Background: an optimization exercise with open tools, aiming at small area. Do not read the settings as production practice.
In this exercise RTL edits were held to simulation tests only and were not proved equivalent to the original.

[flow/design.v]
package xgmii_tx_pkg;
    localparam logic [7:0] xgmii_idle   = 8'h07;
    localparam logic [7:0] xgmii_start  = 8'hfb;
    localparam logic [7:0] xgmii_term   = 8'hfd;
    localparam logic [7:0] xgmii_error  = 8'hfe;
    localparam logic [7:0] eth_preamble = 8'h55;
    localparam logic [7:0] eth_sfd      = 8'hd5;
    localparam logic [31:0] crc_poly = 32'hedb8_8320;   
    function automatic logic [31:0] crc32_byte(logic [31:0] crc, logic [7:0] b);
        logic [31:0] c;
        c = crc ^ {24'h0, b};
        for (int i = 0; i < 8; i++) begin
            if (c[0]) begin
                c = (c >> 1) ^ crc_poly;
            end else begin
                c = c >> 1;
            end
        end
        crc32_byte = c;
    endfunction
endpackage
module crc_xor2 (
    input  logic a_i,
    input  logic b_i,
    output logic y_o
);
    assign y_o = a_i ^ b_i;
endmodule
module crc_xnor2 (
    input  logic a_i,
    input  logic b_i,
    output logic y_o
);
    assign y_o = ~(a_i ^ b_i);
endmodule
module crc_aoi222 (
    input  logic a1_i, a2_i, b1_i, b2_i, c1_i, c2_i,
    output logic y_o
);
    assign y_o = ~((a1_i & a2_i) | (b1_i & b2_i) | (c1_i & c2_i));
endmodule
module crc_nand3 (
    input  logic a_i, b_i, c_i,
    output logic y_o
);
    assign y_o = ~(a_i & b_i & c_i);
endmodule
module crc32_step (
    input  logic [7:0]  x_i,     
    input  logic [7:0]  xn_i,    
    input  logic [31:8] c_i,     
    input  logic [7:0]  n_i,     
    output logic [7:0]  x_o,     
    output logic [7:0]  xn_o,    
    output logic [31:0] c_o      
);
    logic a_p03, a_p01, a_r2, a_p12, a_r3, a_p26, a_r4, a_p13, a_p47, a_r5, a_p45, a_p56, a_r7, b_q8, b_q9, b_q10, b_q11, b_q12, b_q13, b_q14, b_q15, b_q16, b_q17, b_q18, b_q19, b_q20, b_q21, b_s13_0, b_s13_1, b_s15_0, b_s17_0, b_s17_1, b_s18_0, b_s19_0, b_s19_1, b_s21_0, b_s22_0, b_s27_0, e0, e1, e2, e3, e4, e5, e6, e7;
    crc_xor2 u0 (.a_i(x_i[0]), .b_i(x_i[3]), .y_o(a_p03));
    crc_xor2 u1 (.a_i(x_i[0]), .b_i(x_i[1]), .y_o(a_p01));
    crc_xor2 u2 (.a_i(a_p01), .b_i(x_i[4]), .y_o(a_r2));
    crc_xor2 u3 (.a_i(x_i[1]), .b_i(x_i[2]), .y_o(a_p12));
    crc_xor2 u4 (.a_i(a_p12), .b_i(x_i[5]), .y_o(a_r3));
    crc_xor2 u5 (.a_i(x_i[2]), .b_i(x_i[6]), .y_o(a_p26));
    crc_xor2 u6 (.a_i(a_p03), .b_i(a_p26), .y_o(a_r4));
    crc_xor2 u7 (.a_i(x_i[1]), .b_i(x_i[3]), .y_o(a_p13));
    crc_xor2 u8 (.a_i(x_i[4]), .b_i(x_i[7]), .y_o(a_p47));
    crc_xor2 u9 (.a_i(a_p13), .b_i(a_p47), .y_o(a_r5));
    crc_xor2 u10 (.a_i(x_i[4]), .b_i(x_i[5]), .y_o(a_p45));
    crc_xor2 u11 (.a_i(x_i[5]), .b_i(x_i[6]), .y_o(a_p56));
    crc_xor2 u12 (.a_i(a_p56), .b_i(x_i[0]), .y_o(a_r7));
    crc_xor2 u13 (.a_i(xn_i[1]), .b_i(xn_i[6]), .y_o(b_q8));
    crc_xor2 u14 (.a_i(xn_i[0]), .b_i(xn_i[4]), .y_o(b_q9));
    crc_xor2 u15 (.a_i(xn_i[2]), .b_i(xn_i[3]), .y_o(b_q10));
    crc_xor2 u16 (.a_i(xn_i[5]), .b_i(xn_i[7]), .y_o(b_q11));
    crc_xor2 u17 (.a_i(xn_i[0]), .b_i(b_q8), .y_o(b_q12));
    crc_xor2 u18 (.a_i(xn_i[3]), .b_i(xn_i[4]), .y_o(b_q13));
    crc_xor2 u19 (.a_i(xn_i[5]), .b_i(b_q9), .y_o(b_q14));
    crc_xor2 u20 (.a_i(xn_i[2]), .b_i(b_q8), .y_o(b_q15));
    crc_xor2 u21 (.a_i(xn_i[2]), .b_i(b_q11), .y_o(b_q16));
    crc_xor2 u22 (.a_i(xn_i[5]), .b_i(b_q10), .y_o(b_q17));
    crc_xor2 u23 (.a_i(xn_i[6]), .b_i(xn_i[7]), .y_o(b_q18));
    crc_xor2 u24 (.a_i(xn_i[7]), .b_i(b_q8), .y_o(b_q19));
    crc_xor2 u25 (.a_i(b_q9), .b_i(b_q10), .y_o(b_q20));
    crc_xor2 u26 (.a_i(b_q13), .b_i(b_q18), .y_o(b_q21));
    crc_xor2 u27 (.a_i(xn_i[0]), .b_i(xn_i[1]), .y_o(b_s13_0));
    crc_xor2 u28 (.a_i(xn_i[5]), .b_i(b_s13_0), .y_o(b_s13_1));
    crc_xor2 u29 (.a_i(xn_i[7]), .b_i(b_q10), .y_o(b_s15_0));
    crc_xor2 u30 (.a_i(xn_i[1]), .b_i(xn_i[3]), .y_o(b_s17_0));
    crc_xor2 u31 (.a_i(b_q14), .b_i(b_s17_0), .y_o(b_s17_1));
    crc_xor2 u32 (.a_i(b_q14), .b_i(b_q15), .y_o(b_s18_0));
    crc_xor2 u33 (.a_i(b_q8), .b_i(b_q10), .y_o(b_s19_0));
    crc_xor2 u34 (.a_i(b_q11), .b_i(b_s19_0), .y_o(b_s19_1));
    crc_xor2 u35 (.a_i(xn_i[4]), .b_i(b_q16), .y_o(b_s21_0));
    crc_xor2 u36 (.a_i(xn_i[6]), .b_i(b_q17), .y_o(b_s22_0));
    crc_xor2 u37 (.a_i(b_q9), .b_i(b_q16), .y_o(c_o[24]));
    crc_xnor2 u38 (.a_i(b_q12), .b_i(b_q17), .y_o(c_o[25]));
    crc_xor2 u39 (.a_i(b_q19), .b_i(b_q20), .y_o(c_o[26]));
    crc_xor2 u40 (.a_i(xn_i[1]), .b_i(b_q11), .y_o(b_s27_0));
    crc_xor2 u41 (.a_i(b_q13), .b_i(b_s27_0), .y_o(c_o[27]));
    crc_xnor2 u42 (.a_i(xn_i[6]), .b_i(b_q14), .y_o(c_o[28]));
    crc_xor2 u43 (.a_i(b_q11), .b_i(b_q12), .y_o(c_o[29]));
    crc_xnor2 u44 (.a_i(xn_i[7]), .b_i(b_q12), .y_o(c_o[30]));
    crc_xnor2 u45 (.a_i(xn_i[1]), .b_i(xn_i[7]), .y_o(c_o[31]));
    crc_xnor2 u46 (.a_i(c_i[16]), .b_i(b_q19), .y_o(c_o[8]));
    crc_xnor2 u47 (.a_i(c_i[17]), .b_i(xn_i[7]), .y_o(c_o[9]));
    crc_xnor2 u48 (.a_i(c_i[18]), .b_i(xn_i[2]), .y_o(c_o[10]));
    crc_xnor2 u49 (.a_i(c_i[19]), .b_i(xn_i[3]), .y_o(c_o[11]));
    crc_xor2 u50 (.a_i(c_i[20]), .b_i(b_q9), .y_o(c_o[12]));
    crc_xnor2 u51 (.a_i(c_i[21]), .b_i(b_s13_1), .y_o(c_o[13]));
    crc_xnor2 u52 (.a_i(c_i[22]), .b_i(b_q15), .y_o(c_o[14]));
    crc_xnor2 u53 (.a_i(c_i[23]), .b_i(b_s15_0), .y_o(c_o[15]));
    crc_xor2 u54 (.a_i(c_i[24]), .b_i(b_q20), .y_o(c_o[16]));
    crc_xnor2 u55 (.a_i(c_i[25]), .b_i(b_s17_1), .y_o(c_o[17]));
    crc_xor2 u56 (.a_i(c_i[26]), .b_i(b_s18_0), .y_o(c_o[18]));
    crc_xor2 u57 (.a_i(c_i[27]), .b_i(b_s19_1), .y_o(c_o[19]));
    crc_xor2 u58 (.a_i(c_i[28]), .b_i(b_q21), .y_o(c_o[20]));
    crc_xor2 u59 (.a_i(c_i[29]), .b_i(b_s21_0), .y_o(c_o[21]));
    crc_xor2 u60 (.a_i(c_i[30]), .b_i(b_s22_0), .y_o(c_o[22]));
    crc_xor2 u61 (.a_i(c_i[31]), .b_i(b_q21), .y_o(c_o[23]));
    crc_xor2 u62 (.a_i(c_i[8]), .b_i(n_i[0]), .y_o(e0));
    crc_xnor2 u63 (.a_i(e0), .b_i(x_i[2]), .y_o(x_o[0]));
    crc_xnor2 u64 (.a_i(e0), .b_i(x_i[2]), .y_o(xn_o[0]));
    crc_xor2 u65 (.a_i(xn_o[0]), .b_i(n_i[0]), .y_o(c_o[0]));
    crc_xor2 u66 (.a_i(c_i[9]), .b_i(n_i[1]), .y_o(e1));
    crc_xor2 u67 (.a_i(e1), .b_i(a_p03), .y_o(x_o[1]));
    crc_xor2 u68 (.a_i(e1), .b_i(a_p03), .y_o(xn_o[1]));
    crc_xor2 u69 (.a_i(xn_o[1]), .b_i(n_i[1]), .y_o(c_o[1]));
    crc_xor2 u70 (.a_i(c_i[10]), .b_i(n_i[2]), .y_o(e2));
    crc_xnor2 u71 (.a_i(e2), .b_i(a_r2), .y_o(x_o[2]));
    crc_xnor2 u72 (.a_i(e2), .b_i(a_r2), .y_o(xn_o[2]));
    crc_xor2 u73 (.a_i(xn_o[2]), .b_i(n_i[2]), .y_o(c_o[2]));
    crc_xor2 u74 (.a_i(c_i[11]), .b_i(n_i[3]), .y_o(e3));
    crc_xnor2 u75 (.a_i(e3), .b_i(a_r3), .y_o(x_o[3]));
    crc_xnor2 u76 (.a_i(e3), .b_i(a_r3), .y_o(xn_o[3]));
    crc_xor2 u77 (.a_i(xn_o[3]), .b_i(n_i[3]), .y_o(c_o[3]));
    crc_xor2 u78 (.a_i(c_i[12]), .b_i(n_i[4]), .y_o(e4));
    crc_xor2 u79 (.a_i(e4), .b_i(a_r4), .y_o(x_o[4]));
    crc_xor2 u80 (.a_i(e4), .b_i(a_r4), .y_o(xn_o[4]));
    crc_xor2 u81 (.a_i(xn_o[4]), .b_i(n_i[4]), .y_o(c_o[4]));
    crc_xor2 u82 (.a_i(c_i[13]), .b_i(n_i[5]), .y_o(e5));
    crc_xor2 u83 (.a_i(e5), .b_i(a_r5), .y_o(x_o[5]));
    crc_xor2 u84 (.a_i(e5), .b_i(a_r5), .y_o(xn_o[5]));
    crc_xor2 u85 (.a_i(xn_o[5]), .b_i(n_i[5]), .y_o(c_o[5]));
    crc_xor2 u86 (.a_i(c_i[14]), .b_i(n_i[6]), .y_o(e6));
    crc_xor2 u87 (.a_i(e6), .b_i(a_p45), .y_o(x_o[6]));
    crc_xor2 u88 (.a_i(e6), .b_i(a_p45), .y_o(xn_o[6]));
    crc_xor2 u89 (.a_i(xn_o[6]), .b_i(n_i[6]), .y_o(c_o[6]));
    crc_xor2 u90 (.a_i(c_i[15]), .b_i(n_i[7]), .y_o(e7));
    crc_xnor2 u91 (.a_i(e7), .b_i(a_r7), .y_o(x_o[7]));
    crc_xnor2 u92 (.a_i(e7), .b_i(a_r7), .y_o(xn_o[7]));
    crc_xor2 u93 (.a_i(xn_o[7]), .b_i(n_i[7]), .y_o(c_o[7]));
endmodule
module crc32_step_last (
    input  logic [7:0]  x_i,     
    input  logic [7:0]  xn_i,    
    input  logic [31:8] c_i,     
    output logic [31:0] c_o      
);
    logic a_p03, a_p01, a_r2, a_p12, a_r3, a_p26, a_r4, a_p13, a_p47, a_r5, a_p45, a_p56, a_r7, b_q8, b_q9, b_q10, b_q11, b_q12, b_q13, b_q14, b_q15, b_q16, b_q17, b_q18, b_q19, b_q20, b_q21, b_s13_0, b_s13_1, b_s15_0, b_s17_0, b_s17_1, b_s18_0, b_s19_0, b_s19_1, b_s21_0, b_s22_0, b_s27_0;
    crc_xor2 u0 (.a_i(x_i[0]), .b_i(x_i[3]), .y_o(a_p03));
    crc_xor2 u1 (.a_i(x_i[0]), .b_i(x_i[1]), .y_o(a_p01));
    crc_xor2 u2 (.a_i(a_p01), .b_i(x_i[4]), .y_o(a_r2));
    crc_xor2 u3 (.a_i(x_i[1]), .b_i(x_i[2]), .y_o(a_p12));
    crc_xor2 u4 (.a_i(a_p12), .b_i(x_i[5]), .y_o(a_r3));
    crc_xor2 u5 (.a_i(x_i[2]), .b_i(x_i[6]), .y_o(a_p26));
    crc_xor2 u6 (.a_i(a_p03), .b_i(a_p26), .y_o(a_r4));
    crc_xor2 u7 (.a_i(x_i[1]), .b_i(x_i[3]), .y_o(a_p13));
    crc_xor2 u8 (.a_i(x_i[4]), .b_i(x_i[7]), .y_o(a_p47));
    crc_xor2 u9 (.a_i(a_p13), .b_i(a_p47), .y_o(a_r5));
    crc_xor2 u10 (.a_i(x_i[4]), .b_i(x_i[5]), .y_o(a_p45));
    crc_xor2 u11 (.a_i(x_i[5]), .b_i(x_i[6]), .y_o(a_p56));
    crc_xor2 u12 (.a_i(a_p56), .b_i(x_i[0]), .y_o(a_r7));
    crc_xor2 u13 (.a_i(xn_i[1]), .b_i(xn_i[6]), .y_o(b_q8));
    crc_xor2 u14 (.a_i(xn_i[0]), .b_i(xn_i[4]), .y_o(b_q9));
    crc_xor2 u15 (.a_i(xn_i[2]), .b_i(xn_i[3]), .y_o(b_q10));
    crc_xor2 u16 (.a_i(xn_i[5]), .b_i(xn_i[7]), .y_o(b_q11));
    crc_xor2 u17 (.a_i(xn_i[0]), .b_i(b_q8), .y_o(b_q12));
    crc_xor2 u18 (.a_i(xn_i[3]), .b_i(xn_i[4]), .y_o(b_q13));
    crc_xor2 u19 (.a_i(xn_i[5]), .b_i(b_q9), .y_o(b_q14));
    crc_xor2 u20 (.a_i(xn_i[2]), .b_i(b_q8), .y_o(b_q15));
    crc_xor2 u21 (.a_i(xn_i[2]), .b_i(b_q11), .y_o(b_q16));
    crc_xor2 u22 (.a_i(xn_i[5]), .b_i(b_q10), .y_o(b_q17));
    crc_xor2 u23 (.a_i(xn_i[6]), .b_i(xn_i[7]), .y_o(b_q18));
    crc_xor2 u24 (.a_i(xn_i[7]), .b_i(b_q8), .y_o(b_q19));
    crc_xor2 u25 (.a_i(b_q9), .b_i(b_q10), .y_o(b_q20));
    crc_xor2 u26 (.a_i(b_q13), .b_i(b_q18), .y_o(b_q21));
    crc_xor2 u27 (.a_i(xn_i[0]), .b_i(xn_i[1]), .y_o(b_s13_0));
    crc_xor2 u28 (.a_i(xn_i[5]), .b_i(b_s13_0), .y_o(b_s13_1));
    crc_xor2 u29 (.a_i(xn_i[7]), .b_i(b_q10), .y_o(b_s15_0));
    crc_xor2 u30 (.a_i(xn_i[1]), .b_i(xn_i[3]), .y_o(b_s17_0));
    crc_xor2 u31 (.a_i(b_q14), .b_i(b_s17_0), .y_o(b_s17_1));
    crc_xor2 u32 (.a_i(b_q14), .b_i(b_q15), .y_o(b_s18_0));
    crc_xor2 u33 (.a_i(b_q8), .b_i(b_q10), .y_o(b_s19_0));
    crc_xor2 u34 (.a_i(b_q11), .b_i(b_s19_0), .y_o(b_s19_1));
    crc_xor2 u35 (.a_i(xn_i[4]), .b_i(b_q16), .y_o(b_s21_0));
    crc_xor2 u36 (.a_i(xn_i[6]), .b_i(b_q17), .y_o(b_s22_0));
    crc_xor2 u37 (.a_i(b_q9), .b_i(b_q16), .y_o(c_o[24]));
    crc_xnor2 u38 (.a_i(b_q12), .b_i(b_q17), .y_o(c_o[25]));
    crc_xor2 u39 (.a_i(b_q19), .b_i(b_q20), .y_o(c_o[26]));
    crc_xor2 u40 (.a_i(xn_i[1]), .b_i(b_q11), .y_o(b_s27_0));
    crc_xor2 u41 (.a_i(b_q13), .b_i(b_s27_0), .y_o(c_o[27]));
    crc_xnor2 u42 (.a_i(xn_i[6]), .b_i(b_q14), .y_o(c_o[28]));
    crc_xor2 u43 (.a_i(b_q11), .b_i(b_q12), .y_o(c_o[29]));
    crc_xnor2 u44 (.a_i(xn_i[7]), .b_i(b_q12), .y_o(c_o[30]));
    crc_xnor2 u45 (.a_i(xn_i[1]), .b_i(xn_i[7]), .y_o(c_o[31]));
    crc_xnor2 u46 (.a_i(c_i[16]), .b_i(b_q19), .y_o(c_o[8]));
    crc_xnor2 u47 (.a_i(c_i[17]), .b_i(xn_i[7]), .y_o(c_o[9]));
    crc_xnor2 u48 (.a_i(c_i[18]), .b_i(xn_i[2]), .y_o(c_o[10]));
    crc_xnor2 u49 (.a_i(c_i[19]), .b_i(xn_i[3]), .y_o(c_o[11]));
    crc_xor2 u50 (.a_i(c_i[20]), .b_i(b_q9), .y_o(c_o[12]));
    crc_xnor2 u51 (.a_i(c_i[21]), .b_i(b_s13_1), .y_o(c_o[13]));
    crc_xnor2 u52 (.a_i(c_i[22]), .b_i(b_q15), .y_o(c_o[14]));
    crc_xnor2 u53 (.a_i(c_i[23]), .b_i(b_s15_0), .y_o(c_o[15]));
    crc_xor2 u54 (.a_i(c_i[24]), .b_i(b_q20), .y_o(c_o[16]));
    crc_xnor2 u55 (.a_i(c_i[25]), .b_i(b_s17_1), .y_o(c_o[17]));
    crc_xor2 u56 (.a_i(c_i[26]), .b_i(b_s18_0), .y_o(c_o[18]));
    crc_xor2 u57 (.a_i(c_i[27]), .b_i(b_s19_1), .y_o(c_o[19]));
    crc_xor2 u58 (.a_i(c_i[28]), .b_i(b_q21), .y_o(c_o[20]));
    crc_xor2 u59 (.a_i(c_i[29]), .b_i(b_s21_0), .y_o(c_o[21]));
    crc_xor2 u60 (.a_i(c_i[30]), .b_i(b_s22_0), .y_o(c_o[22]));
    crc_xor2 u61 (.a_i(c_i[31]), .b_i(b_q21), .y_o(c_o[23]));
    crc_xnor2 u62 (.a_i(c_i[8]), .b_i(x_i[2]), .y_o(c_o[0]));
    crc_xor2 u63 (.a_i(c_i[9]), .b_i(a_p03), .y_o(c_o[1]));
    crc_xnor2 u64 (.a_i(c_i[10]), .b_i(a_r2), .y_o(c_o[2]));
    crc_xnor2 u65 (.a_i(c_i[11]), .b_i(a_r3), .y_o(c_o[3]));
    crc_xor2 u66 (.a_i(c_i[12]), .b_i(a_r4), .y_o(c_o[4]));
    crc_xor2 u67 (.a_i(c_i[13]), .b_i(a_r5), .y_o(c_o[5]));
    crc_xor2 u68 (.a_i(c_i[14]), .b_i(a_p45), .y_o(c_o[6]));
    crc_xnor2 u69 (.a_i(c_i[15]), .b_i(a_r7), .y_o(c_o[7]));
endmodule
module crc32_d64 (
    input  logic [31:0] inv_i,     
    input  logic [63:0] beat_i,
    input  logic [7:0]  sel_i,     
    input  logic        hold_i,
    output logic [31:0] inv_o
);
    logic [31:0] chain [9];
    logic [31:0] rot   [9];
    logic [31:0] p0, p1, p2;
    logic [7:0]  x  [8];     
    logic [7:0]  xn [8];     
    assign chain[0] = inv_i;
    for (genvar j = 0; j < 8; j++) begin : g_x0
        crc_xor2 u  (.a_i(inv_i[j]), .b_i(beat_i[j]), .y_o(x[0][j]));
        crc_xor2 un (.a_i(inv_i[j]), .b_i(beat_i[j]), .y_o(xn[0][j]));
    end
    for (genvar i = 0; i < 7; i++) begin : g_step
        crc32_step step (
            .x_i  (x[i]),
            .xn_i (xn[i]),
            .c_i  (chain[i][31:8]),
            .n_i  (beat_i[8*(i+1) +: 8]),
            .x_o  (x[i+1]),
            .xn_o (xn[i+1]),
            .c_o  (chain[i+1])
        );
    end
    crc32_step_last step7 (
        .x_i  (x[7]),
        .xn_i (xn[7]),
        .c_i  (chain[7][31:8]),
        .c_o  (chain[8])
    );
    always_comb begin
        rot[0] = '0;
        for (int n = 1; n <= 8; n++) begin
            for (int p = 0; p < 4; p++) begin
                rot[n][8*p +: 8] = chain[n][8*((p - n) & 3) +: 8];
            end
        end
    end
    for (genvar b = 0; b < 32; b++) begin : g_sel
        crc_aoi222 s0 (.a1_i(sel_i[0]), .a2_i(rot[1][b]), .b1_i(sel_i[1]), .b2_i(rot[2][b]),
                       .c1_i(sel_i[2]), .c2_i(rot[3][b]), .y_o(p0[b]));
        crc_aoi222 s1 (.a1_i(sel_i[3]), .a2_i(rot[4][b]), .b1_i(sel_i[4]), .b2_i(rot[5][b]),
                       .c1_i(sel_i[5]), .c2_i(rot[6][b]), .y_o(p1[b]));
        crc_aoi222 s2 (.a1_i(sel_i[6]), .a2_i(rot[7][b]), .b1_i(sel_i[7]), .b2_i(rot[8][b]),
                       .c1_i(hold_i),   .c2_i(inv_i[b]),  .y_o(p2[b]));
        crc_nand3  s3 (.a_i(p0[b]), .b_i(p1[b]), .c_i(p2[b]), .y_o(inv_o[b]));
    end
endmodule
module xgmii_ao221 (
    input  logic a1_i, a2_i, b1_i, b2_i, c1_i,
    output logic y_o
);
    assign y_o = (a1_i & a2_i) | (b1_i & b2_i) | c1_i;
endmodule
module xgmii_tail_pack (
    input  logic        start_i,
    input  logic        data_i,
    input  logic        tail_i,
    input  logic        term_i,
    input  logic        err_i,
    input  logic [7:0]  keep_i,
    input  logic [63:0] beat_i,    
    input  logic [31:0] fcs_i,     
    output logic [63:0] d_o,
    output logic [7:0]  c_o
);
    logic       tail_ok, tail_err;
    logic [7:0] sel_d, sel_r, is_t, is_i;
    logic [7:0] ch [8];
    assign tail_ok  = tail_i & ~err_i;
    assign tail_err = tail_i & err_i;
    always_comb begin
        for (int j = 0; j < 8; j++) begin
            sel_d[j] = data_i | (tail_ok & keep_i[j]) | (tail_err && j >= 1 && j <= 6);
            sel_r[j] = tail_ok & ~keep_i[j] & ((j < 4) ? 1'b1 : keep_i[(j+4)%8]);
            if (j < 4) sel_r[j] = sel_r[j] | (term_i & keep_i[j+4]);
            if (j < 4) begin
                is_t[j] = term_i & keep_i[j+3] & ~keep_i[(j+4)%8];
            end else if (j == 4) begin
                is_t[j] = term_i & keep_i[7];
            end else begin
                is_t[j] = tail_ok & keep_i[j-5] & ~keep_i[j-4];
            end
            if (j == 7) is_t[j] = is_t[j] | tail_err;
            is_i[j] = ~(sel_d[j] | sel_r[j] | is_t[j] | start_i | (tail_err && j == 0));
        end
        for (int j = 0; j < 8; j++) begin
            ch[j] = ({8{is_i[j]}} & xgmii_tx_pkg::xgmii_idle) |
                    ({8{is_t[j]}} & xgmii_tx_pkg::xgmii_term);
        end
        ch[0] = ch[0] | ({8{start_i}} & xgmii_tx_pkg::xgmii_start) |
                        ({8{tail_err}} & xgmii_tx_pkg::xgmii_error);
        for (int j = 1; j < 7; j++) ch[j] = ch[j] | ({8{start_i}} & xgmii_tx_pkg::eth_preamble);
        ch[7] = ch[7] | ({8{start_i}} & xgmii_tx_pkg::eth_sfd);
        for (int j = 0; j < 8; j++) begin
            c_o[j] = ~(sel_d[j] | sel_r[j] | (start_i && j != 0));
        end
    end
    for (genvar j = 0; j < 8; j++) begin : g_lane
        for (genvar b = 0; b < 8; b++) begin : g_bit
            xgmii_ao221 o (.a1_i(sel_d[j]), .a2_i(beat_i[8*j+b]), .b1_i(sel_r[j]),
                           .b2_i(fcs_i[8*(j%4)+b]), .c1_i(ch[j][b]), .y_o(d_o[8*j+b]));
        end
    end
endmodule
module tx_frame_ctrl (
    input  logic       rst,
    input  logic       tvalid_i,
    input  logic       tlast_i,
    input  logic       err_i,
    input  logic [7:0] keep_i,
    input  logic       tready_i,
    input  logic       start_i,     
    input  logic       data_i,      
    input  logic       last_i,      
    input  logic       tail_i,      
    input  logic       term_i,      
    output logic       tready_o,
    output logic       start_o,
    output logic       data_o,
    output logic       last_o,
    output logic       tail_o,
    output logic       term_o,
    output logic [7:0] sel_o,       
    output logic       hold_o       
);
    logic accept;
    logic beat;      
    logic more;      
    assign accept = tvalid_i & tready_i;
    assign beat   = start_i | data_i;
    assign more   = tail_i & ~err_i & keep_i[3];
    assign start_o  = ~rst & accept & ~beat;
    assign data_o   = ~rst & accept & beat;
    assign last_o   = ~rst & accept & tlast_i;
    assign tail_o   = ~rst & last_i;
    assign term_o   = ~rst & more;
    assign tready_o = ~rst & (tready_i ? ~(accept & tlast_i) : ~(last_i | more));
    always_comb begin
        for (int k = 0; k < 7; k++) begin
            sel_o[k] = beat & last_i & keep_i[k] & ~keep_i[k+1];
        end
        sel_o[7] = beat & (~last_i | keep_i[7]);
    end
    assign hold_o = tail_i | term_i;
endmodule
module axis_xgmii_tx (
    input  logic        clk,
    input  logic        rst,
    input  logic [63:0] tdata_i,
    input  logic [7:0]  tkeep_i,
    input  logic        tvalid_i,
    input  logic        tlast_i,
    input  logic        tuser_i,
    output logic        tready_o,
    output logic [63:0] xgmii_d_o,
    output logic [7:0]  xgmii_c_o
);
    logic [63:0] d1_q;      
    logic [63:0] d2_q;      
    logic [31:0] crc_q;     
    logic [31:0] crc_d;
    logic [7:1]  keep_q;    
    logic        err_q;
    logic        tready_q, start_q, data_q, last_q, tail_q, term_q;
    logic        tready_d, start_d, data_d, last_d, tail_d, term_d;
    logic        hold;
    logic [7:0]  sel;
    tx_frame_ctrl ctrl0 (
        .rst      (rst),
        .tvalid_i (tvalid_i),
        .tlast_i  (tlast_i),
        .err_i    (err_q),
        .keep_i   ({keep_q, 1'b1}),
        .tready_i (tready_q),
        .start_i  (start_q),
        .data_i   (data_q),
        .last_i   (last_q),
        .tail_i   (tail_q),
        .term_i   (term_q),
        .tready_o (tready_d),
        .start_o  (start_d),
        .data_o   (data_d),
        .last_o   (last_d),
        .tail_o   (tail_d),
        .term_o   (term_d),
        .sel_o    (sel),
        .hold_o   (hold)
    );
    crc32_d64 crc0 (
        .inv_i  (crc_q),
        .beat_i (d1_q),
        .sel_i  (sel),
        .hold_i (hold),
        .inv_o  (crc_d)
    );
    xgmii_tail_pack pack0 (
        .start_i (start_q),
        .data_i  (data_q),
        .tail_i  (tail_q),
        .term_i  (term_q),
        .err_i   (err_q),
        .keep_i  ({keep_q, 1'b1}),
        .beat_i  (d2_q),
        .fcs_i   (crc_q),
        .d_o     (xgmii_d_o),
        .c_o     (xgmii_c_o)
    );
    assign tready_o = tready_q;
    always_ff @(posedge clk) begin
        d1_q     <= tdata_i;
        d2_q     <= d1_q;
        crc_q    <= crc_d;
        tready_q <= tready_d;
        start_q  <= start_d;
        data_q   <= data_d;
        last_q   <= last_d;
        tail_q   <= tail_d;
        term_q   <= term_d;
    end
    always_ff @(posedge clk) begin
        if (tready_q) begin
            keep_q <= tkeep_i[7:1];
            err_q  <= tuser_i;
        end
    end
endmodule
[flow/flow/run.sh]
#!/bin/bash
# Layout: the standard flow (standard synthesis unchanged), with the input and
# output port buffers made of the smallest plain buffer cell.
set -euo pipefail
export BUFFER_PORTS_ARGS="-buffer_cell sky130_fd_sc_hd__buf_1"
bash standard.sh > standard_flow.log 2>&1
[flow/standard.sh]
#!/bin/bash
# synth_recipe.tcl (not shown) runs the flow's synth.tcl, then flattens the netlist and writes it again
# the make line also repeats each setting of config.mk as NAME=value (left out here)
make -C /OpenROAD-flow-scripts/flow DESIGN_CONFIG=/design/flow/config.mk WORK_HOME=/design/flow/orfs CLKGATE_MAP_FILE= SYNTH_SCRIPT=/design/flow/synth_recipe.tcl "${@:-finish}"
[flow/config.mk]
export PLATFORM = sky130hd
export DESIGN_NAME = axis_xgmii_tx
export DESIGN_NICKNAME = axis_xgmii_tx
export VERILOG_FILES = /design/flow/design.v
export SDC_FILE = /design/flow/constraint.sdc
export NUM_CORES = 4
export LEC_CHECK = 0
export CAP_MARGIN = 20
export CORE_MARGIN = 2
export CORE_UTILIZATION = 68
export CTS_BUF_LIST = sky130_fd_sc_hd__clkbuf_8
export GPL_TIMING_DRIVEN = 1
export SETUP_SLACK_MARGIN = 0.05
export SLEW_MARGIN = 20
export SYNTH_HIERARCHICAL = 1
[flow/constraint.sdc]
create_clock -name core_clock -period 9.0 [get_ports {clk}]
set_input_delay 1.8000 -clock core_clock [delete_from_list [all_inputs] [get_ports {clk}]]
set_output_delay 1.8000 -clock core_clock [all_outputs]
set_load 0.01 [all_outputs]
==> parameters.txt, run 1 <==
Parameter                              Value

Placement
  Routability congestion estimate    about 1.0
  Number of buffer cells added on primary ports    148
  Placed wire-length estimate    between 30000 and 40000 um
  Dpl ws    295 ps
  Cell Area, Placed    between 0.01 and 0.015 mm^2

CTS
  Root cell of the clock tree    clkbuf_8
  Deepest clock path buffer count    2
  Reg clk slew, reported paths    roughly 110 ps
  Clock tree from TritonCTS    built
  Insertion delay to the later sink of the worst-skew pair    480 ps
  Htree depth    4
  Inserted Clock Buffers    17
  Clk sink count    174
  Count of hold-fix buffers inserted at cts    0

Worst setup path
  CP top delay family    XOR/XNOR gates
  WP data arrival    roughly 9000 ps
  Category of the most critical setup path    reg -> reg
  Critical Path Start Type    flop
  Max FO, Critical Path    5
  Endpoint of the worst register-to-register path    crc_q[18]
  Number of cells on the worst reg-to-reg path    26
  Data required time at the worst endpoint    between 9000 and 10000 ps
  Buffers and inverters on the worst path    1
  Endpoint class of the critical path    flop
  Launching point of the worst reg2reg path    crc_q[4]
  Standard cell with the maximum stage delay on the critical path    dfxtp_1
  Most Frequent Cell on Critical Path    xor2_1
  Flop2flop setup slack    about 320 ps
  Largest stage delay on the critical path    approximately 560 ps

Min path
  Hold wc startpoint    d1_q[47]
  Hold depth    0
  Worst hold-check path type    reg -> reg
  Hold endpoint    d2_q[47]

Layout
  Share of cells above drive strength 1    roughly 10%
  Synth-to-Final Area Change    15.9%
  Number of nets in the layout    approximately 1600
  Diode count    0
  Total non-filler cell area in the finished layout    about 0.015 mm^2

Timing
  Fmax    115 MHz
  Final worst-path setup slack    about 320 ps
  Setup repair after global routing missed its margin    false
  Setup TNS    0 ps
  Count of endpoints failing setup in the final report    0
  Clock skew    17.4 ps
  Final-report max-slew violation count    0
  Hold Violations, Final    0
  Worst max-slew margin expressed relative to the limit    25.1%
  Worst slew pin tran    around 1100 ps
  Share of the clock period used by the worst path    between 90% and 100%
  Final critical-path required period    8680 ps

Global routing
  Number of global-route vias before repair    roughly 11000
  Overall fraction of global-route tracks in use    45.8%
  Overflow left after global routing    0
  First-pass GRT wire length    67000 um
  Largest net degree at the start of global routing    33
  Antenna violations before repair    0

Synthesis
  Library cell occupying the most area in the post-synthesis netlist    xor2_1
  Mean area per synthesized cell    10.2 um^2
  Leading post-synthesis cells by cell area    xor2_1, dfxtp_1, xnor2_1, a222oi_1, a221o_1
  Post-synthesis cell area    0.0126 mm^2
  Warning count from the yosys run    18
  Post-synth top area share    between 40% and 50%
  Sequential element share of the synthesized area    between 20% and 30%
  Synth Instances    roughly 1200
  Synthesized flop and latch total    between 150 and 200
  Distinct cell type count of the synthesized netlist    39

Outcome
  Outcome  no timing/DRC/antenna violations

Route
  Remaining design rule violation count    0
  WL/cell    around 27 um
  Vias after detailed routing    approximately 11000
  Routed WL    approximately 46000 um
  Per-cell via count in the routed design    about 6.6
  Number of iterations in the first detailed-routing pass    8
  Final antenna-violating net count    0
  Number of DRC violations after detailed-routing iteration 0    roughly 2100

Floorplan
  Number of placed I/O pins    150
  Die Outline Area    between 0.015 and 0.02 mm^2
  Die H    140 um
  Initial cell density of the core    between 60% and 70%
  Die X-Extent    140 um
  Number of placement rows    49
  Core region area    0.0180 mm^2

Flow run
  Number of max-cap violations    0
-- cells in the mapped netlist, drive strengths merged --
cell type	n
inv	4
o21ai	16
o31ai	1
nor3	4
and4b	1
nand3b	2
edfxtp	8
o21a	2
dfxtp	166
xnor2	156
xor2	588
a211o	1
nand2	10
nor2	24
buf	4
nor4	4
and4bb	2
a21oi	5
a32o	1
a22o	1
conb	1
nor2b	5
nand2b	11
clkbuf	4
o221ai	1
a21o	4
nor3b	8
a222oi	96
or2	6
or2b	1
nand3	32
a221o	64
or3	1
-- Yosys stat by module (local to each module, per instance), a selection --
module / copies in the design / cells inside
crc_xnor2: 156 / 1
crc_nand3: 32 / 1
xgmii_ao221: 64 / 1
crc_aoi222: 96 / 1
tx_frame_ctrl: 1 / 24
xgmii_tail_pack: 1 / 99
crc_xor2: 588 / 1
axis_xgmii_tx: 1 / 175
-- per-stage QoR --
stage          hold slack, ps  instances  util, %
6_report                  404       1718     80.8
3_3_place_gp              383       1686     77.8
4_1_cts                   405       1718     80.0
3_5_place_dp              388       1686     77.8
2_1_floorplan             373       1238        -
5_1_grt                   411       1718     80.8
-- sequential cells by signal, summed over array words and instances (netlist names) --
signal,flops
d1_q,64
d2_q,64
err_q,1
tail_q,1
data_q,1
start_q,1
crc_q,32
last_q,1
keep_q,7
term_q,1
tready_q,1
-- worst max path at each step --
stage | slack (ps) | from | end | cells after the start
2_1_floorplan | 1350 | crc_q[1] | crc_q[21] | 26
3_3_place_gp | 550 | crc_q[1] | crc_q[18] | 28
3_5_place_dp | 290 | crc_q[1] | crc_q[18] | 28
4_1_cts | 220 | crc_q[1] | crc_q[18] | 28
5_1_grt | 40 | crc_q[3] | crc_q[17] | 26
6_report | 320 | crc_q[4] | crc_q[18] | 26
-- area by class of cell --
type                       instances  area, um^2
clock buffer                      18         248
clock inverter                    14         149
fill                            1232        3450
inverter                           4        15.0
multi-input combinational       1052        9160
sequential                       174        3560
tap                              229         287
timing repair buffer             227        1150
-- routing by layer --
layer	part of all wire, %	track usage, %	wire, um
met1	37	59.1	17000
met2	43	69.2	20000
met3	13	12.7	6090
met4	6.3	25.5	2880
met5	0	0	0
-- timing repair --
action	CTS	global route
setup buffers	0	0
endpoints found under the setup margin	0	20
gates resized for setup	0	19
-- layout by cell type (no fill, tap or decap), drive strengths merged, types with 16 or more instances in the layout --
cell type / count
buf: 227
a221o: 64
o21ai: 16
clkbuf: 18
a222oi: 96
nand3: 32
nor2: 24
xnor2: 156
xor2: 588
dfxtp: 166
-- logic make-up after synthesis --
| group | Yosys count | share of synthesized area [%] |
|---|---|---|
| and+or+nand+nor | 111 | 5.01 |
| xor gates and xnor gates | 744 | 51.8 |
| AOI/OAI and AO/OA | 192 | 14.4 |
| other | 1 | 0.0298 |
| buffers and inverters | 12 | 0.428 |
| DFF | 174 | 28.3 |
==> inputs of run 2 (changes only) <==
--- a/flow/config.mk
+++ b/flow/config.mk
@@ -9,3 +9,3 @@
 export CORE_MARGIN = 2
-export CORE_UTILIZATION = 68
+export CORE_UTILIZATION = 55
 export CTS_BUF_LIST = sky130_fd_sc_hd__clkbuf_8
==> parameters.txt, run 2 <==
Parameter                              Value

Layout
  Post-Layout Cell Count    around 1800
  Synth-to-Final Area Change    15.9%
  FF/Latch Area    ~0.0036 mm^2
  Fillers    ~1900
  Post-layout util    64.6%
  Commonest cells after routing, fill and taps aside    xor2_1, dfxtp_1, xnor2_1, buf_1, a222oi_1
  Total non-filler cell area in the finished layout    about 0.015 mm^2
  Largest regs    d1_q: 64 flops, d2_q: 64 flops, crc_q: 32 flops
  Number of nets in the layout    1557
  Area used by multi-input combinational logic    about 0.009 mm^2
  Commonest non-fill, non-tap cell in the layout    xor2_1
  Share of cells above drive strength 1    9.11%

Route
  Detailed-routed wire length on met3    around 4300 um
  Uppermost signal routing layer after detailed routing    met4
  Post-Route M1 WL    20000 um
  Met2 WL    between 20000 and 25000 um
  Routed WL    47000 um
  Remaining design rule violation count    0
  Vias after detailed routing    10915
  WL/cell    26.4 um
  Number of iterations in the first detailed-routing pass    7
  Per-cell via count in the routed design    slightly above 6
  Final antenna-violating net count    0
  Number of DRC violations after detailed-routing iteration 0    roughly 1800

Floorplan
  Die Outline Area    0.0241 mm^2
  Number of placed I/O pins    150
  Die X-Extent    ~160 um
  Number of placement rows    55
  Initial cell density of the core    approximately 56%
  Core region area    about 0.023 mm^2
  Die H    ~160 um

Global routing
  Overflow left after global routing    0
  Largest net degree at the start of global routing    33
  Overall fraction of global-route tracks in use    38.3%
  First-pass GRT wire length    between 60000 and 70000 um
  Number of global-route vias before repair    ~10000
  Antenna violations before repair    0

Synthesis
  Distinct cell type count of the synthesized netlist    39
  Simple-gate area share of the yosys netlist    5.01%
  Compound-cell area share of the yosys netlist    between 10% and 20%
  Leading post-synthesis cells by cell area    xor2_1, dfxtp_1, xnor2_1, a222oi_1, a221o_1
  Warning count from the yosys run    18
  Post-synthesis share of cell area spent on full adders, half adders and majority gates    0%
  Combinational family with the most area after synthesis    XOR/XNOR gates
  Synthesized flop and latch total    between 150 and 200
  Synth Flop Type    dfxtp_1
  Library cell occupying the most area in the post-synthesis netlist    xor2_1
  Mean area per synthesized cell    ~10 um^2
  Proportion of synthesized area in mux cells    0%
  Synth Instances    1234
  Xor-xnor portion of the synthesized cell area    51.8%
  Sequential element share of the synthesized area    between 20% and 30%
  Post-synth EDFFs    8
  Post-synthesis cell area    0.0126 mm^2
  Most used standard cells in the synthesized netlist    xor2_1, dfxtp_1, xnor2_1
  Dominant cell by count in the synthesized netlist    xor2_1
  Post-synth top area share    approximately two fifths
  FFs w/ async S/R, synth    0%

CTS
  Insertion delay to the later sink of the worst-skew pair    approximately 480 ps
  Deepest clock path buffer count    2
  Post-CTS setup buffers    0
  Clock tree from TritonCTS    built
  Root cell of the clock tree    clkbuf_8
  Count of hold-fix buffers inserted at cts    0
  # resized after CTS    0
  Inserted Clock Buffers    17
  Htree depth    4
  Clk sink count    174
  Reg clk slew, reported paths    around 110 ps

Worst setup path
  Endpoint class of the critical path    flop
  Number of cells on the worst reg-to-reg path    26
  Max FO, Critical Path    7
  WP data arrival    ~9000 ps
  Category of the most critical setup path    reg -> reg
  Critical Path Start Type    flop
  Data required time at the worst endpoint    about 9400 ps

Timing
  Fmax    roughly 120 MHz
  Clock skew    16.0 ps
  Hold Violations, Final    0
  Share of the clock period used by the worst path    95.3%
  Setup repair after global routing missed its margin    true
  Final-report max-slew violation count    0
  Final critical-path required period    between 8000 and 9000 ps
  Count of endpoints failing setup in the final report    0
  Worst slew pin tran    1170 ps
  Final worst-path setup slack    around 430 ps
  Setup TNS    0 ps
  Worst max-slew margin expressed relative to the limit    around 22%

Placement
  Placed wire-length estimate    approximately 37000 um
  Placed cell count    1746
  Dpl ws    636 ps
  Routability congestion estimate    just over 1
  Cell Area, Placed    about 0.014 mm^2
  Number of buffer cells added on primary ports    about 150

Min path
  Hold depth    0
  Worst hold-check path type    reg -> reg

Flow run
  Number of max-cap violations    0

Outcome
  Outcome  no timing/DRC/antenna violations
==> run 2: cell counts after synthesis <==
Identical to the previous run, type by type.
==> run 2: stage by stage <==
step | hold slack [ps]
4_1_cts | 402
5_1_grt | 408
3_5_place_dp | 386
3_3_place_gp | 380
6_report | 408
2_1_floorplan | 373
==> run 2: worst paths after layout <==
path / startpoint / end / slack (ps)
worst min-delay path: d1_q[25] / d2_q[25] / 410
worst max register to register: crc_q[4] / crc_q[8] / 430
worst max-delay path: crc_q[4] / crc_q[8] / 430
worst min register to register: d1_q[25] / d2_q[25] / 410
==> run 2: final cells by class <==
cell class	instances	share of cell area, %
Sequential cell	174	24.4
Timing Repair Buffer	231	8.09
Clock buffer	18	1.70
Tap cell	285	2.45
Multi-Input combinational cell	1052	62.0
Antenna cell	1	0.0172
Clock inverter	14	1.16
Inverter	4	0.103
==> run 2: cell families after synthesis <==
logic type             count (synthesis)
other                                  1
buffers and inverters                 12
XOR/XNOR                             744
AND/OR/NAND/NOR                      111
flip-flops                           174
AO/OA/AOI/OAI                        192
==> run 2: per-module statistics from Yosys (local to each module, per instance), a selection <==
| module | cells inside | flip-flops and latches | times used | area, um^2 |
|---|---|---|---|---|
| crc_xnor2 | 1 | 0 | 156 | 8.76 |
| xgmii_ao221 | 1 | 0 | 64 | 10.0 |
| crc_nand3 | 1 | 0 | 32 | 5.00 |
| crc_xor2 | 1 | 0 | 588 | 8.76 |
| xgmii_tail_pack | 99 | 0 | 1 | 552 |
| crc_aoi222 | 1 | 0 | 96 | 10.0 |
| tx_frame_ctrl | 24 | 0 | 1 | 176 |
| axis_xgmii_tx | 175 | 174 | 1 | 3570 |
==> run 2: layer usage <==
layer | track usage [%] | up-vias
met5 | 0 | -
met4 | 18.7 | 0
met3 | 4.32 | 97
met2 | 58.2 | 656
met1 | 54.1 | 5238
li1 | - | 4924
==> run 2: worst max-delay path, cell delays in order (launching register included) <==
cell	delay [ps]
dfxtp_1	520
xor2_1	410
xor2_1	230
xor2_1	380
xor2_1	390
xor2_1	180
xnor2_1	420
xor2_1	380
xor2_1	290
xor2_1	420
xor2_1	220
xor2_1	500
xor2_1	480
xor2_1	210
xor2_1	260
xnor2_1	200
xor2_1	200
xor2_1	340
xor2_1	410
xor2_1	220
xor2_1	300
xnor2_1	200
buf_4	260
xor2_1	490
xnor2_1	150
a222oi_1	260
nand3_1	110
==> inputs of run 3 (changes only) <==
--- a/flow/config.mk
+++ b/flow/config.mk
@@ -8,2 +8,4 @@
 export CAP_MARGIN = 20
+export CELL_PAD_IN_SITES_DETAIL_PLACEMENT = 0
+export CELL_PAD_IN_SITES_GLOBAL_PLACEMENT = 0
 export CORE_MARGIN = 2
==> parameters.txt, run 3 <==
Parameter                              Value

Outcome
  Outcome  no timing/DRC/antenna violations

Synthesis
  Dominant cell by count in the synthesized netlist    xor2_1
  Sequential element share of the synthesized area    28.3%
  Mean area per synthesized cell    roughly 10 um^2
  Synth Flop Type    dfxtp_1
  Warning count from the yosys run    18
  FFs w/ async S/R, synth    0%
  Synthesized flop and latch total    between 150 and 200
  Post-synth top area share    41.0%
  Leading post-synthesis cells by cell area    xor2_1, dfxtp_1, xnor2_1, a222oi_1, a221o_1
  Most used standard cells in the synthesized netlist    xor2_1, dfxtp_1, xnor2_1
  Post-synth EDFFs    8
  Post-synthesis cell area    roughly 0.013 mm^2
  Synth Instances    around 1200
  Distinct cell type count of the synthesized netlist    39
  Library cell occupying the most area in the post-synthesis netlist    xor2_1

Layout
  Synth-to-Final Area Change    15.9%
  Commonest non-fill, non-tap cell in the layout    xor2_1
  Total non-filler cell area in the finished layout    0.0146 mm^2
  Post-layout util    64.6%
  Commonest cells after routing, fill and taps aside    xor2_1, dfxtp_1, xnor2_1, buf_1, a222oi_1
  Largest regs    d1_q: 64 flops, d2_q: 64 flops, crc_q: 32 flops
  Share of cells above drive strength 1    9.11%
  Post-Layout Cell Count    between 1500 and 2000
  Number of nets in the layout    1557

Timing
  Final critical-path required period    between 8000 and 9000 ps
  Hold Violations, Final    0
  Share of the clock period used by the worst path    a little over nine tenths
  Setup TNS    0 ps
  Final-report max-slew violation count    0
  Worst slew pin tran    around 1200 ps
  Clock skew    approximately 16 ps
  Count of endpoints failing setup in the final report    0
  Worst max-slew margin expressed relative to the limit    21.7%
  Setup repair after global routing missed its margin    true
  Final worst-path setup slack    427 ps
  Fmax    around 120 MHz
  Hold Slack    408 ps

Floorplan
  Initial cell density of the core    55.7%
  Number of placement rows    55
  Core region area    0.0226 mm^2
  Die X-Extent    approximately 160 um
  Die H    roughly 160 um
  Number of placed I/O pins    150
  Die Outline Area    between 0.02 and 0.025 mm^2

CTS
  Deepest clock path buffer count    2
  Inserted Clock Buffers    17
  Clk sink count    between 150 and 200
  Root cell of the clock tree    clkbuf_8
  Clock tree from TritonCTS    built
  Count of hold-fix buffers inserted at cts    0
  Htree depth    4
  Reg clk slew, reported paths    110 ps
  Insertion delay to the later sink of the worst-skew pair    480 ps

Worst setup path
  Critical Path Start Type    flop
  CP top delay family    XOR/XNOR gates
  WP data arrival    slightly below 9000 ps
  Max FO, Critical Path    7
  Largest stage delay on the critical path    ~520 ps
  Standard cell with the maximum stage delay on the critical path    dfxtp_1
  Data required time at the worst endpoint    ~9400 ps
  Launching point of the worst reg2reg path    crc_q[4]
  Most Frequent Cell on Critical Path    xor2_1
  Buffers and inverters on the worst path    1
  Category of the most critical setup path    reg -> reg
  Endpoint class of the critical path    flop
  Startpoint of the most critical setup path    crc_q[4]

Min path
  Hold wc startpoint    d1_q[25]
  Worst hold-check path type    reg -> reg

Global routing
  Overflow left after global routing    0
  Number of global-route vias before repair    10172
  First-pass GRT wire length    66800 um
  Overall fraction of global-route tracks in use    38.3%
  Antenna violations before repair    0
  Largest net degree at the start of global routing    33

Placement
  Number of buffer cells added on primary ports    about 150
  Placed cell count    roughly 1700
  Placed wire-length estimate    36600 um
  Cell Area, Placed    roughly 0.014 mm^2
  Dpl ws    636 ps
  Routability congestion estimate    around 1

Route
  Final antenna-violating net count    0
  Number of iterations in the first detailed-routing pass    7
  WL/cell    between 20 and 30 um
  Number of DRC violations after detailed-routing iteration 0    between 1500 and 2000
  Vias after detailed routing    10915
  Remaining design rule violation count    0
  Routed WL    ~47000 um
  Per-cell via count in the routed design    around 6.1

Flow run
  Number of max-cap violations    0
-- run 3: cell counts after synthesis --
Identical to the previous run, type by type.
-- run 3: worst paths after layout --
| kind | end | slack [ps] | cells past startpoint |
|---|---|---|---|
| setup / recovery | crc_q[8] | 430 | 26 |
| hold / removal | d2_q[25] | 410 | 0 |
| hold reg to reg | d2_q[25] | 410 | 0 |
| setup reg to reg | crc_q[8] | 430 | 26 |
-- run 3: cells by family (layout without fill, tap and decap cells) --
family / count (synthesis) / in the layout / synth area share, %
compound gates: 192 / 192 / 14.4
xor+xnor: 744 / 744 / 51.8
buf+inv: 12 / 267 / 0.428
flops: 174 / 174 / 28.3
other cells: 1 / 6 / 0.0298
simple gates: 111 / 111 / 5.01
-- run 3: final cells by class --
class,instances,area [um^2]
Inverter,4,15.0
Tap cell,285,357
Fill cell,1931,7990
Timing Repair Buffer,231,1180
Clock buffer,18,248
Multi-Input combinational cell,1052,9040
Clock inverter,14,169
Antenna cell,1,2.50
Sequential cell,174,3560
-- run 3: what timing repair did --
item                       in CTS  in global routing
setup buffers                   0                  0
gates resized for setup         0                  5
setup endpoints to repair       0                 17
-- run 3: per-layer routing --
layer / global-route usage [%] / up-vias / wire [um]
met1: 54.1 / 5238 / 20000
met2: 58.2 / 656 / 20200
met5: 0 / - / 0
met3: 4.32 / 97 / 4330
li1: - / 4924 / -
met4: 18.7 / 0 / 2460
-- run 3: Yosys stat by module (local to each module, per instance), a selection --
module	area [um^2]	cells
axis_xgmii_tx	3570	175
crc_aoi222	10.0	1
crc_nand3	5.00	1
crc_xnor2	8.76	1
crc_xor2	8.76	1
tx_frame_ctrl	176	24
xgmii_ao221	10.0	1
xgmii_tail_pack	552	99
-- run 3: worst reg2reg max path, stage by stage, from the launching register on --
cell,delay (ps)
dfxtp_1,520
xor2_1,420
xor2_1,230
xor2_1,380
xor2_1,400
xor2_1,180
xnor2_1,420
xor2_1,380
xor2_1,290
xor2_1,420
xor2_1,220
xor2_1,500
xor2_1,480
xor2_1,210
xor2_1,260
xnor2_1,200
xor2_1,200
xor2_1,340
xor2_1,410
xor2_1,220
xor2_1,300
xnor2_1,200
buf_4,260
xor2_1,490
xnor2_1,150
a222oi_1,260
nand3_1,110
==> inputs of run 4 (changes only) <==
--- a/flow/config.mk
+++ b/flow/config.mk
@@ -14,2 +14,3 @@
 export GPL_TIMING_DRIVEN = 1
+export PLACE_DENSITY = 0.75
 export SETUP_SLACK_MARGIN = 0.05
==> parameters.txt, run 4 <==
Parameter                              Value

CTS
  Deepest clock path buffer count    2
  Post-CTS setup buffers    0
  Inserted Clock Buffers    17
  # resized after CTS    0
  Clock tree from TritonCTS    built
  Root cell of the clock tree    clkbuf_8
  Clk sink count    ~170
  Htree depth    4
  Count of hold-fix buffers inserted at cts    0
  Reg clk slew, reported paths    roughly 120 ps
  Insertion delay to the later sink of the worst-skew pair    490 ps

Layout
  Share of cells above drive strength 1    under 10%
  Post-layout util    64.8%
  Commonest cells after routing, fill and taps aside    xor2_1, dfxtp_1, xnor2_1, buf_1, a222oi_1
  Number of nets in the layout    between 1500 and 2000
  Largest regs    d1_q: 64 flops, d2_q: 64 flops, crc_q: 32 flops
  Synth-to-Final Area Change    16.3%
  Post-Layout Cell Count    roughly 1800
  Commonest non-fill, non-tap cell in the layout    xor2_1
  Total non-filler cell area in the finished layout    between 0.01 and 0.015 mm^2

Route
  Vias after detailed routing    11046
  Number of iterations in the first detailed-routing pass    8
  WL/cell    26.0 um
  Final antenna-violating net count    0
  Number of DRC violations after detailed-routing iteration 0    between 1500 and 2000
  Per-cell via count in the routed design    6.22
  Routed WL    around 46000 um
  Remaining design rule violation count    0

Floorplan
  Core region area    ~0.023 mm^2
  Number of placed I/O pins    150
  Die H    155 um
  Number of placement rows    between 50 and 60
  Initial cell density of the core    between 50% and 60%
  Die X-Extent    155 um
  Die Outline Area    0.0241 mm^2

Placement
  Number of buffer cells added on primary ports    148
  Placed cell count    around 1700
  Cell Area, Placed    ~0.014 mm^2
  Routability congestion estimate    about 1.0
  Placed wire-length estimate    approximately 36000 um

Global routing
  Overflow left after global routing    0
  Overall fraction of global-route tracks in use    between 30% and 40%
  Number of global-route vias before repair    about 11000
  Antenna violations before repair    0
  Largest net degree at the start of global routing    33
  First-pass GRT wire length    66900 um

Worst setup path
  Launching point of the worst reg2reg path    crc_q[0]
  WP data arrival    around 9000 ps
  Number of cells on the worst reg-to-reg path    26
  Startpoint of the most critical setup path    crc_q[0]
  Endpoint class of the critical path    flop
  CP top delay family    XOR/XNOR gates
  Largest stage delay on the critical path    760 ps
  Category of the most critical setup path    reg -> reg
  Buffers and inverters on the worst path    1
  Critical Path Start Type    flop
  Standard cell with the maximum stage delay on the critical path    xnor2_1
  Data required time at the worst endpoint    around 9300 ps
  Endpoint of the worst register-to-register path    crc_q[23]
  Max FO, Critical Path    7
  Most Frequent Cell on Critical Path    xor2_1
  Flop2flop setup slack    about 420 ps

Min path
  Hold depth    0
  Worst hold-check path type    reg -> reg
  Hold endpoint    d2_q[7]
  Hold wc startpoint    d1_q[7]

Synthesis
  Library cell occupying the most area in the post-synthesis netlist    xor2_1
  Post-synthesis cell area    approximately 0.013 mm^2
  FFs w/ async S/R, synth    0%
  Distinct cell type count of the synthesized netlist    39
  Sequential element share of the synthesized area    between 20 and 30%
  Dominant cell by count in the synthesized netlist    xor2_1
  Leading post-synthesis cells by cell area    xor2_1, dfxtp_1, xnor2_1, a222oi_1, a221o_1
  Post-synth top area share    41.0%
  Post-synth EDFFs    8
  Warning count from the yosys run    18
  Most used standard cells in the synthesized netlist    xor2_1, dfxtp_1, xnor2_1
  Mean area per synthesized cell    a little over 10 um^2
  Synthesized flop and latch total    between 150 and 200
  Synth Instances    roughly 1200
  Synth Flop Type    dfxtp_1

Timing
  Worst slew pin tran    1170 ps
  Clock skew    roughly 23 ps
  Setup repair after global routing missed its margin    false
  Final critical-path required period    approximately 8600 ps
  Final-report max-slew violation count    0
  Count of endpoints failing setup in the final report    0
  Share of the clock period used by the worst path    95.3%
  Setup TNS    0 ps
  Hold Violations, Final    0
  Fmax    approximately 120 MHz
  Worst max-slew margin expressed relative to the limit    between 20% and 30%

Outcome
  Outcome  no timing/DRC/antenna violations

Flow run
  Number of max-cap violations    0
[run 4: cell count changes in the layout (fill, tap and decap cells not counted), sizes merged]
cell / before / now
bufinv: 1 / 2
clkinv: 4 / 3
buf: 231 / 229
[run 4: final cells by class]
cell class | instances | area (um^2)
multi-input combinational | 1052 | 9100
fill | 1870 | 7940
sequential | 174 | 3560
timing repair buffer | 229 | 1160
tap | 285 | 357
clock buffer | 18 | 248
clock inverter | 14 | 175
inverter | 4 | 15.0
antenna | 1 | 2.50
[run 4: worst register-to-register path, stage by stage (launching register included)]
cell and delay, ps:
dfxtp_1 490, xor2_2 350, xor2_1 380, xor2_1 300, xor2_1 360, xor2_1 210, xor2_1 400, xor2_1 420
xor2_1 210, xor2_1 390, xnor2_1 200, xor2_1 190, xor2_1 420, xor2_1 430, xor2_1 210, xor2_1 130
xnor2_1 760, xor2_1 340, xnor2_1 350, xor2_1 450, xnor2_1 230, buf_4 280, xor2_1 190, xor2_1 250
xor2_1 100, a222oi_1 240, nand3_1 140
[run 4: how the worst max path moves through the flow]
stage / cells after the start / endpoint / slack [ps]
after floorplan: 26 / crc_q[21] / 1350
after global placement: 25 / crc_q[7] / 760
after detailed placement: 27 / crc_q[17] / 560
after CTS: 27 / crc_q[17] / 490
after global routing: 26 / crc_q[23] / 60
final: 26 / crc_q[23] / 420
[run 4: stage by stage]
stage / hold slack [ps] / worst slack, ps
after global routing: 400 / 56.6
after detailed placement: 384 / 563
final: 394 / 420
after global placement: 379 / 765
after floorplan: 373 / 1350
after CTS: 398 / 494
[run 4: cell families (layout without fill, tap and decap cells)]
kind of cell | count (synthesis) | count (layout) | share of synthesized area (%)
XOR/XNOR | 744 | 744 | 51.8
buffers and inverters | 12 | 265 | 0.428
AO/OA/AOI/OAI | 192 | 192 | 14.4
other | 1 | 6 | 0.0298
AND/OR/NAND/NOR | 111 | 111 | 5.01
flip-flops | 174 | 174 | 28.3
[run 4: layer usage]
layer / global-route usage (%) / part of all wire (%) / vias up
met5: 0 / 0 / -
met4: 18.2 / 5.4 / 0
met3: 6.13 / 10 / 130
met2: 59.2 / 44 / 724
met1: 51.0 / 40 / 5292
li1: - / - / 4900
[run 4: per-module statistics from Yosys (local to each module, per instance), a selection]
| module | cells | flip-flops and latches | area [um^2] |
|---|---|---|---|
| xgmii_ao221 | 1 | 0 | 10.0 |
| crc_aoi222 | 1 | 0 | 10.0 |
| tx_frame_ctrl | 24 | 0 | 176 |
| crc_xnor2 | 1 | 0 | 8.76 |
| axis_xgmii_tx | 175 | 174 | 3570 |
| crc_xor2 | 1 | 0 | 8.76 |
==> inputs of run 5 (changes only) <==
==> flow/flow/run.sh (replaced) <==
#!/bin/bash
# Layout: the standard flow (standard synthesis unchanged), with the input and
# output port buffers made of the smallest plain buffer cell, and timing-driven global
# placement keeping only the resizer changes made once the placement has spread out.
set -euo pipefail
export BUFFER_PORTS_ARGS="-buffer_cell sky130_fd_sc_hd__buf_1"
export GPL_KEEP_OVERFLOW=0
bash standard.sh > standard_flow.log 2>&1
--- a/flow/config.mk
+++ b/flow/config.mk
@@ -8,4 +8,2 @@
 export CAP_MARGIN = 20
-export CELL_PAD_IN_SITES_DETAIL_PLACEMENT = 0
-export CELL_PAD_IN_SITES_GLOBAL_PLACEMENT = 0
 export CORE_MARGIN = 2
@@ -14,3 +12,2 @@
 export GPL_TIMING_DRIVEN = 1
-export PLACE_DENSITY = 0.75
 export SETUP_SLACK_MARGIN = 0.05
==> parameters.txt, run 5 <==
Parameter                              Value

Outcome
  Outcome  no timing/DRC/antenna violations

Floorplan
  Die X-Extent    155 um
  Initial cell density of the core    a little under three fifths
  Number of placement rows    55
  Core region area    between 0.02 and 0.025 mm^2
  Number of placed I/O pins    150
  Die Outline Area    0.0241 mm^2
  Die H    approximately 160 um

Worst setup path
  Category of the most critical setup path    reg -> reg
  WP data arrival    9080 ps
  Data required time at the worst endpoint    around 9400 ps
  Max FO, Critical Path    6
  Critical Path Start Type    flop
  Endpoint class of the critical path    flop

Global routing
  Antenna violations before repair    0
  Global routing met1 resource utilization    51.2%
  Met3 GRT Util    under 10%
  Overflow left after global routing    0
  Overall fraction of global-route tracks in use    about 37%
  GRT busiest layer    met2
  GR met2 Demand/Resource    55.7%
  Largest net degree at the start of global routing    33
  Number of global-route vias before repair    9956
  First-pass GRT wire length    about 65000 um

Route
  Routed WL    roughly 46000 um
  Vias after detailed routing    10674
  Number of DRC violations after detailed-routing iteration 0    about 1700
  Number of iterations in the first detailed-routing pass    9
  WL/cell    around 27 um
  Final antenna-violating net count    0
  Remaining design rule violation count    0
  Per-cell via count in the routed design    between 6 and 7

Timing
  Count of endpoints failing setup in the final report    0
  Clock skew    around 16 ps
  Final critical-path required period    ~8700 ps
  Final worst-path setup slack    around 280 ps
  Hold Violations, Final    0
  Worst slew pin tran    1110 ps
  Worst max-slew margin expressed relative to the limit    about a quarter
  Fmax    115 MHz
  Share of the clock period used by the worst path    a little over nine tenths
  Hold Slack    407 ps
  Final-report max-slew violation count    0
  Setup repair after global routing missed its margin    false
  Setup TNS    0 ps

Synthesis
  Post-synthesis cell area    0.0126 mm^2
  Library cell occupying the most area in the post-synthesis netlist    xor2_1
  Leading post-synthesis cells by cell area    xor2_1, dfxtp_1, xnor2_1, a222oi_1, a221o_1
  FFs w/ async S/R, synth    0%
  Warning count from the yosys run    18
  Sequential element share of the synthesized area    between 20% and 30%
  Dominant cell by count in the synthesized netlist    xor2_1
  Post-synth top area share    roughly two fifths
  Synth Flop Type    dfxtp_1
  Synth Instances    around 1200
  Most used standard cells in the synthesized netlist    xor2_1, dfxtp_1, xnor2_1
  Mean area per synthesized cell    between 10 and 15 um^2
  Post-synth EDFFs    8
  Synthesized flop and latch total    between 150 and 200
  Distinct cell type count of the synthesized netlist    39

Min path
  Worst hold-check path type    reg -> reg

Placement
  Routability congestion estimate    1.04
  Dpl ws    -563 ps
  Number of buffer cells added on primary ports    between 100 and 150
  Placed wire-length estimate    35900 um

CTS
  Root cell of the clock tree    clkbuf_8
  Insertion delay to the later sink of the worst-skew pair    490 ps
  Reg clk slew, reported paths    around 110 ps
  Clock tree from TritonCTS    built
  Clk sink count    around 170
  Deepest clock path buffer count    2
  Htree depth    4
  Inserted Clock Buffers    17

Layout
  Commonest non-fill, non-tap cell in the layout    xor2_1
  Number of nets in the layout    1501
  Diode count    0
  Largest regs    d1_q: 64 flops, d2_q: 64 flops, crc_q: 32 flops
  Synth-to-Final Area Change    19.1%
  Fillers    1884
  Commonest cells after routing, fill and taps aside    xor2_1, dfxtp_1, buf_1, xnor2_1, a222oi_1
  Share of cells above drive strength 1    12.0%
  Post-layout util    approximately 66%

Flow run
  Number of max-cap violations    0
run 5: path summary, 6_finish.rpt:
path	depth (start not counted)	startpoint	to	slack, ps
max reg2reg	26	crc_q[1]	crc_q[18]	280
min	0	d1_q[11]	d2_q[11]	410
max	26	crc_q[1]	crc_q[18]	280
min reg2reg	0	d1_q[11]	d2_q[11]	410
run 5: critical path, stage by stage, from the launching register on:
cell	delay (ps)
dfxtp_1	580
xor2_1	370
xor2_1	210
xor2_1	400
xnor2_2	210
xor2_1	210
xor2_1	180
xnor2_1	400
xor2_1	420
xor2_1	710
xor2_2	350
xor2_1	420
xnor2_1	260
xor2_1	340
xor2_2	400
xor2_2	340
xor2_1	480
xnor2_1	220
xor2_1	330
xor2_2	160
buf_4	170
xor2_2	380
xor2_1	370
xor2_1	130
xor2_1	180
a222oi_1	240
nand3_1	110
run 5: kinds of logic after synthesis:
logic type / count (synthesis) / share of synthesized area (%)
AOI/OAI and AO/OA: 192 / 14.4
DFF: 174 / 28.3
other: 1 / 0.0298
buffers and inverters: 12 / 0.428
and+or+nand+nor: 111 / 5.01
xor gates and xnor gates: 744 / 51.8
run 5: final cells by class:
class / count / area [um^2] / area share [%]
sequential: 174 / 3560 / 23.8
tap: 285 / 357 / 2.38
clock buffer: 17 / 234 / 1.56
multi-input combinational: 1052 / 9780 / 65.3
timing repair buffer: 175 / 847 / 5.66
inverter: 4 / 15.0 / 0.100
clock inverter: 14 / 175 / 1.17
run 5: repair_timing:
| item | in CTS | in global routing |
|---|---|---|
| buffers inserted | 0 | 13 |
| hold buffers | 0 | 0 |
| resized for setup | 38 | 55 |
| pin swaps | 0 | 9 |
| endpoints found under the setup margin | 21 | 25 |
run 5: metal layers:
layer	share of wire, %	vias to the layer above	wire [um]
met5	0	-	0
met1	40	5141	18500
met3	11	109	5020
li1	-	4730	-
met2	43	694	19600
met4	5.8	0	2660
run 5: per-stage QoR:
stage / std cells / cell area (um^2)
6_report: 1721 / 15000
5_1_grt: 1721 / 15000
4_1_cts: 1708 / 14500
3_5_place_dp: 1677 / 13800
3_3_place_gp: 1663 / 13500
2_1_floorplan: 1238 / 12600
run 5: modules after synthesis (local to each module, per instance), excerpt:
module / flops+latches / cells inside / cell area, um^2
axis_xgmii_tx: 174 / 175 / 3570
xgmii_tail_pack: 0 / 99 / 552
tx_frame_ctrl: 0 / 24 / 176
crc_aoi222: 0 / 1 / 10.0
xgmii_ao221: 0 / 1 / 10.0
crc_xnor2: 0 / 1 / 8.76
crc_xor2: 0 / 1 / 8.76
crc_nand3: 0 / 1 / 5.00

static timing again, ports no longer ideal:
How much do the figures lean on ideal ports? The routed layouts below were timed once more, with nothing changed but the port constraints.
Step 1, drivers: a clkbuf_16 drives clk and a buf_2 each remaining input, both assumed.
Step 2 adds t to the input delays and takes it off the output delays; t is the mean of the earliest and latest rising clock arrival at the registers after step 1. Input paths then give back, and output paths get back, about the clock's delay inside the block.
Three values: ideal ports, drivers, drivers and shift; two values: the first two.
run	t, ns	slack for setup (ns)	worst register clock-pin slew, ns
run 1	0.520	0.325 / 0.325 / 0.325	0.11 / 0.11
run 2	0.518	0.427 / 0.427 / 0.427	0.11 / 0.11
run 3	0.518	0.427 / 0.427 / 0.427	0.11 / 0.11
run 4	0.518	0.420 / 0.420 / 0.420	0.12 / 0.12
run 5	0.526	0.276 / 0.276 / 0.276	0.11 / 0.11
After both steps every run listed still meets setup and hold.
